This is an optimization exercise on Yosys and OpenROAD, whose aim is small area, not a production implementation.
The RTL was checked by simulation tests, not by an equivalence proof against the original design.
Power and IR drop assume default switching activity.

==> flow/design.v <==
package register_file_pkg;
  localparam int unsigned DATA_W   = 32;
  localparam int unsigned ADDR_W   = 5;
  localparam int unsigned NUM_REGS = 2 ** ADDR_W;
  localparam int unsigned ZERO_REG = 0;
  typedef logic [ADDR_W-1:0] reg_addr_t;
  typedef logic [DATA_W-1:0] reg_data_t;
endpackage
module register_file_write_decoder #(
  parameter int unsigned ADDR_W   = register_file_pkg::ADDR_W,
  parameter int unsigned NUM_REGS = register_file_pkg::NUM_REGS
) (
  input  logic [ADDR_W-1:0]   writeRegister,
  input  logic                regWrite,
  output logic [NUM_REGS-1:0] writeEn
);
  always_comb begin
    writeEn = '0;
    for (int i = 0; i < int'(NUM_REGS); i++) begin
      writeEn[i] = regWrite && (writeRegister == ADDR_W'(i));
    end
    writeEn[register_file_pkg::ZERO_REG] = 1'b0;
  end
endmodule
module register_file #(
  parameter int unsigned DATA_W   = register_file_pkg::DATA_W,
  parameter int unsigned ADDR_W   = register_file_pkg::ADDR_W,
  parameter int unsigned NUM_REGS = register_file_pkg::NUM_REGS
) (
  input  logic              Clk,
  input  logic              Rst_n,
  input  logic [ADDR_W-1:0] ReadRegister1,
  input  logic [ADDR_W-1:0] ReadRegister2,
  input  logic [ADDR_W-1:0] WriteRegister,
  input  logic [DATA_W-1:0] WriteData,
  input  logic              RegWrite,
  output logic [DATA_W-1:0] ReadData1,
  output logic [DATA_W-1:0] ReadData2
);
  logic [NUM_REGS-1:0] writeEn;
  logic [NUM_REGS-1:0] valid;
  logic [DATA_W-1:0]   regs [NUM_REGS];
  register_file_write_decoder #(
    .ADDR_W  (ADDR_W),
    .NUM_REGS(NUM_REGS)
  ) u_write_decoder (
    .writeRegister(WriteRegister),
    .regWrite     (RegWrite),
    .writeEn      (writeEn)
  );
  assign valid[register_file_pkg::ZERO_REG] = 1'b0;
  assign regs[register_file_pkg::ZERO_REG]  = '0;
  for (genvar g = 1; g < int'(NUM_REGS); g++) begin : g_regs
    always_ff @(posedge Clk or negedge Rst_n) begin
      if (!Rst_n) begin
        valid[g] <= 1'b0;
      end else if (writeEn[g]) begin
        valid[g] <= 1'b1;
      end
    end
    always_ff @(posedge Clk) begin
      if (writeEn[g]) begin
        regs[g] <= WriteData;
      end
    end
  end
  logic [NUM_REGS-1:0] sel1, sel2;
  always_comb begin
    for (int i = 0; i < int'(NUM_REGS); i++) begin
      sel1[i] = valid[i] && (ReadRegister1 == ADDR_W'(i));
      sel2[i] = valid[i] && (ReadRegister2 == ADDR_W'(i));
    end
  end
  for (genvar b = 0; b < int'(DATA_W); b++) begin : g_bits
    logic [NUM_REGS-1:0] col;
    for (genvar i = 0; i < int'(NUM_REGS); i++) begin : g_col
      assign col[i] = regs[i][b];
    end
    register_file_read_bit #(.NUM_REGS(NUM_REGS)) u_rd1 (.sel(sel1), .data(col), .q(ReadData1[b]));
    register_file_read_bit #(.NUM_REGS(NUM_REGS)) u_rd2 (.sel(sel2), .data(col), .q(ReadData2[b]));
  end
endmodule
module register_file_read_bit #(
  parameter int unsigned NUM_REGS = register_file_pkg::NUM_REGS
) (
  input  logic [NUM_REGS-1:0] sel,
  input  logic [NUM_REGS-1:0] data,
  output logic                q
);
  localparam int unsigned NT = NUM_REGS - 1;   
  localparam int unsigned NG = NT / 3;         
  logic [NG-1:0] grp_n;
  logic          rest;
  for (genvar k = 0; k < int'(NG); k++) begin : g_grp
    register_file_aoi222 u_aoi (
      .a0(sel[3*k+1]), .b0(data[3*k+1]),
      .a1(sel[3*k+2]), .b1(data[3*k+2]),
      .a2(sel[3*k+3]), .b2(data[3*k+3]),
      .y (grp_n[k])
    );
  end
  always_comb begin
    rest = 1'b0;
    for (int i = 3 * NG + 1; i < int'(NUM_REGS); i++) rest = rest | (sel[i] & data[i]);
  end
  assign q = ~&grp_n | rest;
endmodule
module register_file_aoi222 (
  input  logic a0, b0, a1, b1, a2, b2,
  output logic y
);
  assign y = ~((a0 & b0) | (a1 & b1) | (a2 & b2));
endmodule
Settings: LEC_CHECK=0, CAP_MARGIN=10, CORE_MARGIN=2, CORE_UTILIZATION=60, CTS_BUF_LIST=sky130_fd_sc_hd__clkbuf_8, CTS_CLUSTER_DIAMETER=60, CTS_CLUSTER_SIZE=16, PLACE_DENSITY=0.7, SETUP_SLACK_MARGIN=0.05, SLEW_MARGIN=10, SYNTH_HIERARCHICAL=1; clock period 6.5 ns.
standard.sh (not shown) runs the stock make flow with config.mk's settings and CLKGATE_MAP_FILE= SYNTH_SCRIPT=/design/flow/synth_recipe.tcl, a recipe that flattens the netlist after the stock synthesis.
==> flow/flow/run.sh <==
#!/bin/bash
# The standard layout (standard.sh), with buf_1 port buffers and no CTS dummy loads.
export BUFFER_PORTS_ARGS="-buffer_cell sky130_fd_sc_hd__buf_1"
export CTS_ARGS="-sink_clustering_enable -repair_clock_nets -sink_clustering_size 16 -sink_clustering_max_diameter 60 -buf_list {sky130_fd_sc_hd__clkbuf_8} -dont_use_dummy_load"
bash standard.sh > standard_flow.log 2>&1
Then changed:
==> flow/run.sh (new file) <==
#!/bin/bash
# synth_recipe.tcl (not shown) runs the flow's synth.tcl, then flattens the netlist and writes it again
# the make line also repeats each setting of config.mk as NAME=value (left out here)
make -C /OpenROAD-flow-scripts/flow DESIGN_CONFIG=/design/flow/config.mk WORK_HOME=/design/flow/orfs CLKGATE_MAP_FILE= SYNTH_SCRIPT=/design/flow/synth_recipe.tcl finish
CAP_MARGIN = 20   (was 10)
CORE_UTILIZATION = 45   (was 60)
CTS_BUF_LIST = default   (was sky130_fd_sc_hd__clkbuf_8)
CTS_CLUSTER_DIAMETER = default   (was 60)
CTS_CLUSTER_SIZE = default   (was 16)
PLACE_DENSITY = 0.6   (was 0.7)
SETUP_SLACK_MARGIN = 0.2   (was 0.05)
SLEW_MARGIN = 20   (was 10)
removed: flow/flow/run.sh
removed: flow/standard.sh
Outcome: The changed run finished with timing, DRC and antenna clean; die area rose by about 33%; setup slack gets worse by 0.78 ns; cell count grows by about 13%; clock power is higher by 83%; wire length rises by 1.4%; area after synthesis stays the same; core utilization fell by 13 points.

---

// register_file: RTL as listed in full above, without the edits since
clock: 6.5 ns
lec_check: 0
cap_margin: 10
core_margin: 2
core_utilization: 60
cts_buf_list: sky130_fd_sc_hd__clkbuf_8
cts_cluster_diameter: 60
cts_cluster_size: 18
place_density: 0.7
setup_slack_margin: 0.05
slew_margin: 10
synth_hierarchical: 1
==> flow/flow/run.sh <==
#!/bin/bash
# The standard layout (standard.sh), with buf_1 port buffers and no CTS dummy loads.
export BUFFER_PORTS_ARGS="-buffer_cell sky130_fd_sc_hd__buf_1"
export CTS_ARGS="-sink_clustering_enable -repair_clock_nets -sink_clustering_size 18 -sink_clustering_max_diameter 60 -buf_list {sky130_fd_sc_hd__clkbuf_8} -dont_use_dummy_load"
bash standard.sh > standard_flow.log 2>&1
==> next run, changes <==
==> flow/flow/run.sh (replaced) <==
#!/bin/bash
# The standard layout (standard.sh), with buf_1 port buffers and no CTS dummy loads.
export BUFFER_PORTS_ARGS="-buffer_cell sky130_fd_sc_hd__buf_1"
export CTS_ARGS="-sink_clustering_enable -repair_clock_nets -sink_clustering_size 16 -sink_clustering_max_diameter 60 -buf_list {sky130_fd_sc_hd__clkbuf_8} -dont_use_dummy_load"
bash standard.sh > standard_flow.log 2>&1
CAP_MARGIN = 20   (was 10)
CTS_CLUSTER_SIZE = 16   (was 18)
SLEW_MARGIN = 20   (was 10)
After rerunning: Synthesized area does not change; fmax came out higher slightly; count of clock-buffer cells in the layout came out higher by 5.
==> next run, changes <==
==> flow/run.sh (new file) <==
#!/bin/bash
# synth_recipe.tcl (not shown) runs the flow's synth.tcl, then flattens the netlist and writes it again
# the make line also repeats each setting of config.mk as NAME=value (left out here)
make -C /OpenROAD-flow-scripts/flow DESIGN_CONFIG=/design/flow/config.mk WORK_HOME=/design/flow/orfs CLKGATE_MAP_FILE= SYNTH_SCRIPT=/design/flow/synth_recipe.tcl finish
CORE_UTILIZATION = 55   (was 60)
PLACE_DENSITY = 0.65   (was 0.7)
removed: flow/flow/run.sh
removed: flow/standard.sh
Total power rose by 5.4%; area after synthesis does not change; design area increases by 3.6%.

-- what the ideal ports hide --
The flow's constraints put no driver on any port. The routed layouts listed below were extracted and timed again, unchanged, in two steps. Step 1 assumes that a clkbuf_16 drives the clock port and a buf_2 every other input. Step 2 adds t to the input delays and takes it off the output delays; t is the mean of the earliest and latest rising clock arrival at the registers after step 1. Input paths then give back, and output paths get back, about the clock's delay inside the block. Slacks: ideal ports / drivers / drivers and shift; pairs: ideal ports / drivers.
run	t, ns	setup slack, ns	slew at the worst register clock pin (ns)
the first run of note 1	0.756	1.091 / 1.064 / 1.064	0.11 / 0.11
the second run of note 1	0.730	0.314 / 0.282 / 0.282	0.07 / 0.07
the first run of note 2	0.744	1.069 / 1.041 / 1.041	0.12 / 0.12
the second run of note 2	0.750	1.120 / 1.093 / 1.093	0.10 / 0.10
the third run of note 2	0.787	0.359 / 0.323 / 0.323	0.11 / 0.11
After both steps setup and hold are still met in every run listed. The setup slack of the third run of note 2, which loses most, moves by -0.036 ns with the drivers and by -0.036 ns with both steps.
